This is an optimization exercise on Yosys and OpenROAD, whose aim is small area and a short achievable clock period, not a production implementation. In this exercise RTL edits were held to simulation tests only and were not proved equivalent to the original. Power is estimated from default activity; no workload was simulated.

==> design.v <==
package psum_acc_pkg;
  function automatic integer store_width(input integer t_d_size, input integer f_width);
    store_width = t_d_size + $clog2(f_width - 1);
  endfunction
endpackage
module psum_line_buffer #(
  parameter int DEPTH = 32,
  parameter int WIDTH = 39
) (
  input  logic             clk,
  input  logic             i_shift,
  input  logic [WIDTH-1:0] i_wdata,
  output logic [WIDTH-1:0] o_head
);
  logic [WIDTH-1:0] r_mem [DEPTH];
  always_ff @(posedge clk) begin
    if (i_shift) begin
      r_mem[0] <= i_wdata;
      for (int i = 1; i < DEPTH; i++) r_mem[i] <= r_mem[i-1];
    end
  end
  assign o_head = r_mem[DEPTH-1];
endmodule
module psum_accumulator #(
  parameter int T_D_SIZE = 37,
  parameter int O_D_SIZE = 16,
  parameter int F_WIDTH  = 5,
  parameter int LINE_LEN = 32
) (
  input  logic                       clk,
  input  logic                       rst,
  input  logic                       clk_en,
  input  logic [T_D_SIZE-1:0]        psum_i,
  input  logic                       psum_valid_i,
  output logic                       psum_ready_o,
  input  logic [T_D_SIZE-1:0]        bias_i,
  input  logic [4:0]                 shift_i,
  output logic [O_D_SIZE-1:0]        out_data_o,
  output logic                       out_valid_o,
  input  logic                       out_ready_i,
  output logic [$clog2(F_WIDTH)-1:0] pass_o,
  output logic                       row_done_o
);
  localparam int SW = psum_acc_pkg::store_width(T_D_SIZE, F_WIDTH);
  localparam int FW = SW + 1;
  localparam int PW = $clog2(F_WIDTH);
  localparam int CW = (LINE_LEN > 1) ? $clog2(LINE_LEN) : 1;
  localparam logic [CW-1:0] COL_LAST  = CW'(LINE_LEN - 1);
  localparam logic [PW-1:0] PASS_LAST = PW'(F_WIDTH - 1);
  logic [CW-1:0]       r_col;
  logic [PW-1:0]       r_pass;
  logic                r_first;    
  logic                r_final;    
  logic [O_D_SIZE-1:0] r_out_data;
  logic                r_out_valid;
  logic                r_row_done;
  logic                w_accept;
  logic                w_col_wrap;
  logic [SW-1:0]       w_head;
  logic [SW-1:0]       w_acc;
  logic signed [FW-1:0] w_sum;
  logic signed [FW-1:0] w_shifted;
  logic [O_D_SIZE-1:0] w_sat;
  assign psum_ready_o = clk_en & ~(r_final & r_out_valid & ~out_ready_i);
  assign w_accept     = psum_valid_i & psum_ready_o;
  assign w_col_wrap   = (r_col == COL_LAST);
  psum_line_buffer #(
    .DEPTH (LINE_LEN),
    .WIDTH (SW)
  ) u_line_buffer (
    .clk     (clk),
    .i_shift (w_accept),
    .i_wdata (w_acc),
    .o_head  (w_head)
  );
  logic signed [FW-1:0] w_head_x;
  logic signed [FW-1:0] w_psum_x;
  logic signed [FW-1:0] w_bias_x;
  assign w_head_x = {w_head[SW-1], w_head};
  assign w_psum_x = {{(FW-T_D_SIZE){psum_i[T_D_SIZE-1]}}, psum_i};
  assign w_bias_x = {{(FW-T_D_SIZE){bias_i[T_D_SIZE-1]}}, bias_i};
  assign w_acc = (r_first ? '0 : w_head) + w_psum_x[SW-1:0];
  assign w_sum     = w_head_x + w_psum_x + w_bias_x;
  assign w_shifted = w_sum >>> shift_i;
  logic w_fits;
  assign w_fits = (w_shifted[FW-1:O_D_SIZE-1] == '0) || (w_shifted[FW-1:O_D_SIZE-1] == '1);
  assign w_sat  = w_fits ? w_shifted[O_D_SIZE-1:0]
                         : {w_sum[FW-1], {(O_D_SIZE-1){~w_sum[FW-1]}}};
  always_ff @(posedge clk or posedge rst) begin
    if (rst) begin
      r_col       <= '0;
      r_pass      <= '0;
      r_first     <= 1'b1;
      r_final     <= 1'b0;
      r_out_data  <= '0;
      r_out_valid <= 1'b0;
      r_row_done  <= 1'b0;
    end else if (clk_en) begin
      r_row_done <= 1'b0;
      if (r_out_valid && out_ready_i) begin
        r_out_valid <= 1'b0;
      end
      if (w_accept) begin
        r_col <= w_col_wrap ? '0 : r_col + 1'b1;
        if (r_final) begin
          r_out_data  <= w_sat;
          r_out_valid <= 1'b1;
        end
        if (w_col_wrap) begin
          if (r_final) begin
            r_pass     <= '0;
            r_first    <= 1'b1;
            r_final    <= 1'b0;
            r_row_done <= 1'b1;
          end else begin
            r_pass     <= r_pass + 1'b1;
            r_first    <= 1'b0;
            r_final    <= (r_pass == PASS_LAST - 1'b1);
          end
        end
      end
    end
  end
  assign out_data_o  = r_out_data;
  assign out_valid_o = r_out_valid;
  assign pass_o      = r_pass;
  assign row_done_o  = r_row_done;
endmodule
==> run.sh <==
#!/bin/bash
# synth_recipe.tcl (not shown) runs the flow's synth.tcl, then flattens the netlist and writes it again
# the make line also repeats each setting of config.mk as NAME=value (left out here)
make -C /OpenROAD-flow-scripts/flow DESIGN_CONFIG=/design/flow/config.mk WORK_HOME=/design/flow/orfs CLKGATE_MAP_FILE= SYNTH_SCRIPT=/design/flow/synth_recipe.tcl finish
==> config.mk <==
export PLATFORM = sky130hd
export DESIGN_NAME = psum_accumulator
export DESIGN_NICKNAME = psum_accumulator
export VERILOG_FILES = /design/flow/design.v
export SDC_FILE = /design/flow/constraint.sdc
export NUM_CORES = 4
export LEC_CHECK = 0
export CAP_MARGIN = 20
export CORE_MARGIN = 2
export CORE_UTILIZATION = 40
export SLEW_MARGIN = 20
==> constraint.sdc <==
create_clock -name core_clock -period 9.0 [get_ports {clk}]
set_input_delay 1.8000 -clock core_clock [delete_from_list [all_inputs] [get_ports {clk}]]
set_output_delay 1.8000 -clock core_clock [all_outputs]
set_load 0.01 [all_outputs]
==> results of run 1 <==
## area by class of cell
cell class                 count  area, sq um
antenna                        5         12.5
clock buffer                 165         3460
clock inverter                71          574
fill                        9795        63500
inverter                      41          158
multi-input combinational   1200         9000
sequential                  1276        38200
tap                         1536         1920
timing repair buffer         129         1280
## critical path, delay by kind of cell
kind                     cells  cell delay (ns)
buffers and inverters        4             0.75
AO/OA/AOI/OAI                9             2.81
AND/OR/NAND/NOR              4             0.89
adder cells (fa/ha/maj)      3             1.12
XOR/XNOR                     1             0.63
## path summary, 6_finish.rpt
kind | slack (ns) | endpoint | cells past startpoint | start
setup / recovery | 1.52 | r_out_data[12]$_DFFE_PP0P_ | 21 | psum_i[0]
hold / removal | 0.40 | u_line_buffer.r_mem[11][4]$_DFFE_PP_ | 0 | u_line_buffer.r_mem[10][4]$_DFFE_PP_
setup reg to reg | 2.81 | r_out_data[12]$_DFFE_PP0P_ | 17 | u_line_buffer.r_mem[31][2]$_DFFE_PP_
hold reg to reg | 0.40 | u_line_buffer.r_mem[11][4]$_DFFE_PP_ | 0 | u_line_buffer.r_mem[10][4]$_DFFE_PP_
max in group asynchronous | 7.15 | r_out_data[11]$_DFFE_PP0P_ | 2 | rst
min in group asynchronous | 1.46 | r_col[3]$_DFFE_PP0P_ | 2 | rst
## power breakdown
group	internal (mW)	total [mW]	switching, mW
registers	6.79	6.86	0.0754
clock network	2.89	5.06	2.17
logic	0.523	1.48	0.958
## through the flow
stage	hold slack [ns]	power, mW	setup slack, ns
global placement	0.400	8.43	0.735
global route	0.402	14.0	1.10
detailed placement	0.405	8.45	0.507
CTS	0.393	13.6	1.26
floorplan	0.400	8.15	-12.99
finish	0.400	13.4	1.52
## synth_stat cells, types with 39 or more instances
library cell	n
nand2_1	121
inv_1	40
nor2_1	100
mux2i_1	39
clkbuf_1	54
edfxtp_1	1248
o21ai_0	78
ha_1	80
xnor2_1	43
fa_1	41
a21oi_1	114
nor2b_1	50
## logic make-up (layout without fill, tap and decap cells)
logic type | count (synthesis) | in the layout | share of synthesized area (%)
simple gates | 488 | 488 | 5.23
mux | 70 | 70 | 1.84
buf+inv | 120 | 406 | 1.02
flops | 1276 | 1276 | 80.1
compound gates | 462 | 462 | 6.86
fa+ha+maj | 121 | 121 | 3.82
xor+xnor | 59 | 59 | 1.08
other cells | 0 | 5 | 0
## layer usage
layer | GRT usage [%] | up-vias
li1 | - | 10600
met1 | 21.9 | 11700
met2 | 20.6 | 575
met3 | 3.87 | 171
met4 | 4.83 | 20
met5 | 0 | -
## registers in the layout, summed over array words and instances, names as in the netlist
register,count
r_final,1
u_line_buffer.r_mem,1248
r_first,1
r_row_done,1
r_out_data,16
r_pass,3
r_out_valid,1
r_col,5
==> impl_metrics.yaml, run 1 <==
clocking:
  h-tree-depth: 4
  clk_pin_slew_worst_paths_ns: 0.06
  tritoncts_num_sinks: 1276
  tritoncts: "built"
  postCtsHoldBufs: 0
  post_cts_resized: 0
  clock_insertion_delay_worst_skew_ns: 0.73
  cts.root.buffer_cell: "clkbuf_16"
  post-cts-setup-buffers: 0
  cts_bufs_inserted: 131
  ctsLongestPathBuffers: 3
synthesis:
  post-synth-top-area-fraction_pct: 78.7
  synth_top_cell_by_area: "edfxtp_1"
  number_of_flip_flops_and_latches_in_the_synthesized_netlist: 1276
  synthFlopType: "edfxtp_1"
  yosys_warnings: 3
  postSynthNetCount: 2801
  synth_area_sq_um: 47600
  synth_cells: 2596
  synth_async_sr_flop_share_pct: 2.19
  number_of_enable_flip_flop_cells_after_synthesis: 1248
  sequential_area_share_after_synthesis_pct: 80.1
  synth_top_cells_by_area: "edfxtp_1 (79%), ha_1 (2.1%), fa_1 (1.7%), dfrtp_1 (1.4%), a21oi_1 (1.2%)"
  yosys.cell_types.count: 102
  syn_avg_cell_area_sq_um: 18.3
route:
  sum_of_met3_wire_segment_lengths_after_detailed_routing_microns: 5380
  detailroute.via_count: 23000
  m1WireLength_microns: 43900
  viasPerCell: 5.21
  wl_microns: 89800
  drc_errors: 0
  dr.first_iter.drc_count: 2147
  ant_nets: 0
  wirelength_per_cell_microns: 20.3
  highest_layer: "met5"
  drt_pass1_iterations: 5
  dr_wl_met2_microns: 38300
final_layout:
  synthToLayoutAreaGrowth_pct: 14.6
  final_core_utilization_pct: 46.2
  mostFrequentLayoutCell: "edfxtp_1"
  final_non_filler_cell_total: 4423
  design.final.nets: 2984
  postLayoutCellArea_sq_um: 54600
  mostFrequentLayoutCells: "edfxtp_1 (1248), clkbuf_16 (133), nand2_1 (120)"
  fraction_of_final_layout_cells_sized_beyond_drive_strength_1_pct: 9.82
placement:
  hpwl_microns: 56100
  place_congestion: 0.844
  port_buffers: 105
  detailed_place.area_sq_um: 50500
  placed_cells: 4182
floorplan:
  coreArea_sq_um: 118000
  chipWidth_microns: 349
  effective_utilization_at_floorplan_pct: 40.3
  die_area_sq_um: 122000
  rows: 126
  die_y_microns: 349
  design.portCount: 106
power:
  power.ir.vdd_worst_mv: 0.148
  leakage_power_nw: 18.3
  cellPowerDensity_nw_per_um2: 246
sta:
  slew_violations: 0
  final_min_period_over_clock_period_pct: 83.1
  clock-skew-final_ns: 0.0287
  max_slew.worst_pin.slew_ns: 1.05
  timing.slew.headroom_pct: 29.9
  period_minus_slack_ns: 7.48
  timing.final.hold_violations: 0
  grt_setup_unrepaired: "no"
  totalNegativeSetupSlack_ns: 0
  maxClockFrequency_ghz: 0.134
  setup_viol: 0
outcome:
  status: "timing/DRC/antenna clean"
critical_path:
  crit_chain: "clkdlybuf4s50_1 > inv_1 > fa_1 > inv_1 > ha_1 > inv_1 > fa_1 > nand2b_1 > a211oi_2 > o2111ai_1 > nand3_2 > a21oi_4 > o41ai_4 > xor2_2 > o21ai_0 > a221oi_1 > nor4b_1 > nand4_1 > a211o_1 > o22ai_1 > a22oi_1"
  setup.worst_path.class: "primary input to flip-flop"
  worst_path_most_repeated_cell: "inv_1"
  critical_path_peak_fanout: 15
  cp_data_arrival_time_ns: 8.02
  critical-path-max-stage-delay_ns: 0.63
  cp-end-kind: "flip-flop"
  slowest_cp_cell: "xor2_2"
  cp_data_required_time_ns: 9.54
  worstSetupStartpointType: "primary input"
global_route:
  first_pass_grt_wire_length_microns: 137000
  grt_max_degree: 195
  grt_use_total_pct: 14.6
  grt_pass1_vias: 22500
  antenna_found_initial: 17
  overflow: 0
hold_path:
  hold_class: "flip-flop to flip-flop"
flow_run:
  drv.max_cap_violation_count: 0
==> run 2, diff against run 1 <==
--- a/config.mk
+++ b/config.mk
@@ -9,3 +9,4 @@
 export CORE_MARGIN = 2
 export CORE_UTILIZATION = 40
+export SETUP_SLACK_MARGIN = 3
 export SLEW_MARGIN = 20
==> impl_metrics.yaml, run 2 <==
clocking:
  clk_pin_slew_worst_paths_ns: 0.06
  clock_insertion_delay_worst_skew_ns: 0.73
  h-tree-depth: 4
  tritoncts_num_sinks: 1276
  ctsLongestPathBuffers: 3
  cts_bufs_inserted: 131
  tritoncts: "built"
  cts.root.buffer_cell: "clkbuf_16"
  postCtsHoldBufs: 0
synthesis:
  syn_avg_cell_area_sq_um: 18.3
  number_of_flip_flops_and_latches_in_the_synthesized_netlist: 1276
  synth_common_cells: "edfxtp_1 (1248), nand2_1 (121), a21oi_1 (114)"
  synth_async_sr_flop_share_pct: 2.19
  synth_cells: 2596
  yosys_warnings: 3
  synth_top_cells_by_area: "edfxtp_1 (79%), ha_1 (2.1%), fa_1 (1.7%), dfrtp_1 (1.4%), a21oi_1 (1.2%)"
  synth_area_sq_um: 47600
  postSynthNetCount: 2801
  yosys.cell_types.count: 102
  synthFlopType: "edfxtp_1"
  post-synth-top-area-fraction_pct: 78.7
  sequential_area_share_after_synthesis_pct: 80.1
  yosysMostFrequentCell: "edfxtp_1"
  number_of_enable_flip_flop_cells_after_synthesis: 1248
  synth_top_cell_by_area: "edfxtp_1"
final_layout:
  mostFrequentLayoutCell: "edfxtp_1"
  synthToLayoutAreaGrowth_pct: 19.1
  fraction_of_final_layout_cells_sized_beyond_drive_strength_1_pct: 18.4
  top_regs: "u_line_buffer.r_mem (1248), r_out_data (16), r_col (5)"
  top_register: "u_line_buffer.r_mem"
  fillers: 9630
  design.final.nets: 3052
  largest_reg_flops: 1248
  mostFrequentLayoutCells: "edfxtp_1 (1248), clkbuf_16 (133), nand2_1 (118)"
global_route:
  grt_max_degree: 195
  antenna_found_initial: 17
  overflow: 0
  grt_pass1_vias: 23100
  first_pass_grt_wire_length_microns: 139000
  grt_use_total_pct: 14.8
critical_path:
  worstSetupStartpointType: "primary input"
  crit-reg2reg-launch: "u_line_buffer.r_mem[31][1]$_DFFE_PP_"
  cp-end-kind: "flip-flop"
  r2r_worst_path_depth: 23
  critical_path_peak_fanout: 8
  setup.worst_path.class: "primary input to flip-flop"
  cp_data_required_time_ns: 9.58
  critical-path-max-stage-delay_ns: 0.50
  crit_chain: "clkdlybuf4s50_1 > fa_1 > ha_4 > a21oi_4 > o22ai_1 > o41a_1 > buf_4 > a21bo_1 > a221oi_4 > nand4_1 > a31o_4 > o311a_1 > o211ai_1 > a21boi_1 > nand4_1 > a2bb2oi_4 > buf_4 > o22ai_4 > buf_12 > a22oi_1"
  reg2reg_to: "r_out_data[11]$_DFFE_PP0P_"
  r2r_slack_ns: 3.52
  cp_data_arrival_time_ns: 6.84
  timing.critical_path.buf_inv: 4
  critical_path.top_delay_family: "compound AO/OA/AOI/OAI gates"
  slowest_cp_cell: "clkdlybuf4s50_1"
route:
  drt_pass1_iterations: 6
  drc_errors: 0
  dr.first_iter.drc_count: 2084
  wirelength_per_cell_microns: 20.5
  detailroute.via_count: 23500
  wl_microns: 91900
  ant_nets: 0
  viasPerCell: 5.23
floorplan:
  die_area_sq_um: 122000
  die_y_microns: 349
  design.portCount: 106
  rows: 126
  chipWidth_microns: 349
  coreArea_sq_um: 118000
  effective_utilization_at_floorplan_pct: 40.3
sta:
  grt_setup_unrepaired: "yes"
  period_minus_slack_ns: 6.26
  clock-skew-final_ns: 0.0261
  totalNegativeSetupSlack_ns: 0
  slew_violations: 0
  setup_viol: 0
  timing.final.hold_violations: 0
  final_min_period_over_clock_period_pct: 69.6
  maxClockFrequency_ghz: 0.160
  timing.slew.headroom_pct: 31.2
  max_slew.worst_pin.slew_ns: 1.03
placement:
  place_congestion: 0.844
  hpwl_microns: 56100
  port_buffers: 105
hold_path:
  hold_path_startpoint: "u_line_buffer.r_mem[10][4]$_DFFE_PP_"
  hold_class: "flip-flop to flip-flop"
  worst_hold_path.endpoint: "u_line_buffer.r_mem[11][4]$_DFFE_PP_"
  worstHoldPathCells: 0
power:
  leakage_power_nw: 18.9
  total_power_mw: 13.8
  power.ir.vdd_worst_mv: 0.149
  cellPowerDensity_nw_per_um2: 243
flow_run:
  drv.max_cap_violation_count: 0
outcome:
  status: "timing/DRC/antenna clean"
[run 2: changes by cell type in the layout (fill, tap and decap cells not counted), moves of 11 or more]
cell,previous run,this run
a21oi_1,114,93
buf_4,19,78
nor2_1,100,88
o21ai_0,76,59
ha_4,0,30
ha_1,80,46
dlygate4sd2_1,0,38
a21oi_2,2,15
nor2_2,0,11
clkdlybuf4s50_1,103,55
[run 2: final cells by class]
cell class / instances / area (sq um) / area share, %
Timing Repair Buffer: 196 / 1800 / 3.18
Antenna cell: 5 / 12.5 / 0.0221
Inverter: 41 / 158 / 0.278
Clock buffer: 165 / 3460 / 6.10
Tap cell: 1536 / 1920 / 3.39
Clock inverter: 71 / 574 / 1.01
Multi-Input combinational cell: 1201 / 10600 / 18.7
Sequential cell: 1276 / 38200 / 67.3
[run 2: cell families after synthesis]
family	synth area share, %
AOI/OAI and AO/OA	6.86
xor gates and xnor gates	1.08
adders and majority gates	3.82
buffers and inverters	1.02
DFF	80.1
muxes	1.84
and+or+nand+nor	5.23
[run 2: power by group]
group	internal [mW]	switching [mW]	total, mW
sequential	6.79	0.0760	6.87
clock	2.89	2.17	5.06
combinational	0.747	1.13	1.88
total	10.4	3.38	13.8
[run 2: what timing repair did]
item | in CTS | in global routing
setup buffers | 47 | 20
cloned | 1 | 0
pin swaps | 78 | 57
gates resized for setup | 294 | 70
setup endpoints to repair | 21 | 18
[run 2: worst max-delay path by stage]
stage / start / endpoint / depth (start not counted)
floorplan: out_ready_i / r_out_data[0]$_DFFE_PP0P_ / 6
global placement: psum_i[0] / r_out_data[11]$_DFFE_PP0P_ / 21
detailed placement: psum_i[0] / r_out_data[12]$_DFFE_PP0P_ / 21
CTS: psum_i[1] / r_out_data[9]$_DFFE_PP0P_ / 21
global route: psum_i[25] / r_out_data[12]$_DFFE_PP0P_ / 20
finish: psum_i[24] / r_out_data[11]$_DFFE_PP0P_ / 20
[run 2: metrics by stage]
stage	cell area, sq um	util (%)	hold slack (ns)	setup slack [ns]	cells
finish	56700	48.0	0.400	2.74	4491
global route	56700	48.0	0.402	2.62	4487
CTS	56200	47.6	0.393	2.82	4466
global placement	50500	42.8	0.400	0.735	4182
detailed placement	50500	42.8	0.405	0.507	4182
floorplan	47700	-	0.400	-12.99	2596
[run 2: routing by layer]
| layer | vias to the layer above | routed length [microns] | global-route usage, % |
|---|---|---|---|
| li1 | 10800 | - | - |
| met1 | 12000 | 45200 | 22.0 |
| met2 | 520 | 39600 | 21.2 |
| met3 | 185 | 4810 | 3.82 |
| met4 | 20 | 2230 | 4.86 |
| met5 | - | 127 | 0 |

==> re-timing with driven ports <==
The results above use ideal ports. As a check the final layouts listed here were re-extracted and re-timed, cells and wires unchanged.
Step 1 sets driving cells, clkbuf_16 on the clock port and buf_2 on the other inputs (assumed; they add their load-dependent delay and slew).
Step 2 moves the port delays by t, midway between the first and last clock arrival at a register: inputs arrive t later, outputs are due t later. That takes back most of the time a late clock gives input paths.
Three values: no drivers, after step 1, after step 2; two values: the first two.
run	t (ns)	setup slack, ns	latest minus earliest clock arrival (ns)	slew at the worst register clock pin (ns)	cell pins on the clock port's net
run 1	0.793	1.521 / 1.566 / 0.773	0.032 / 0.032	0.06 / 0.06	1
run 2	0.785	2.737 / 2.683 / 1.898	0.031 / 0.030	0.06 / 0.06	1
After both steps every run listed still meets setup and hold. The setup slack of run 2, which loses most, moves by -0.054 ns with the drivers and by -0.839 ns with both steps.
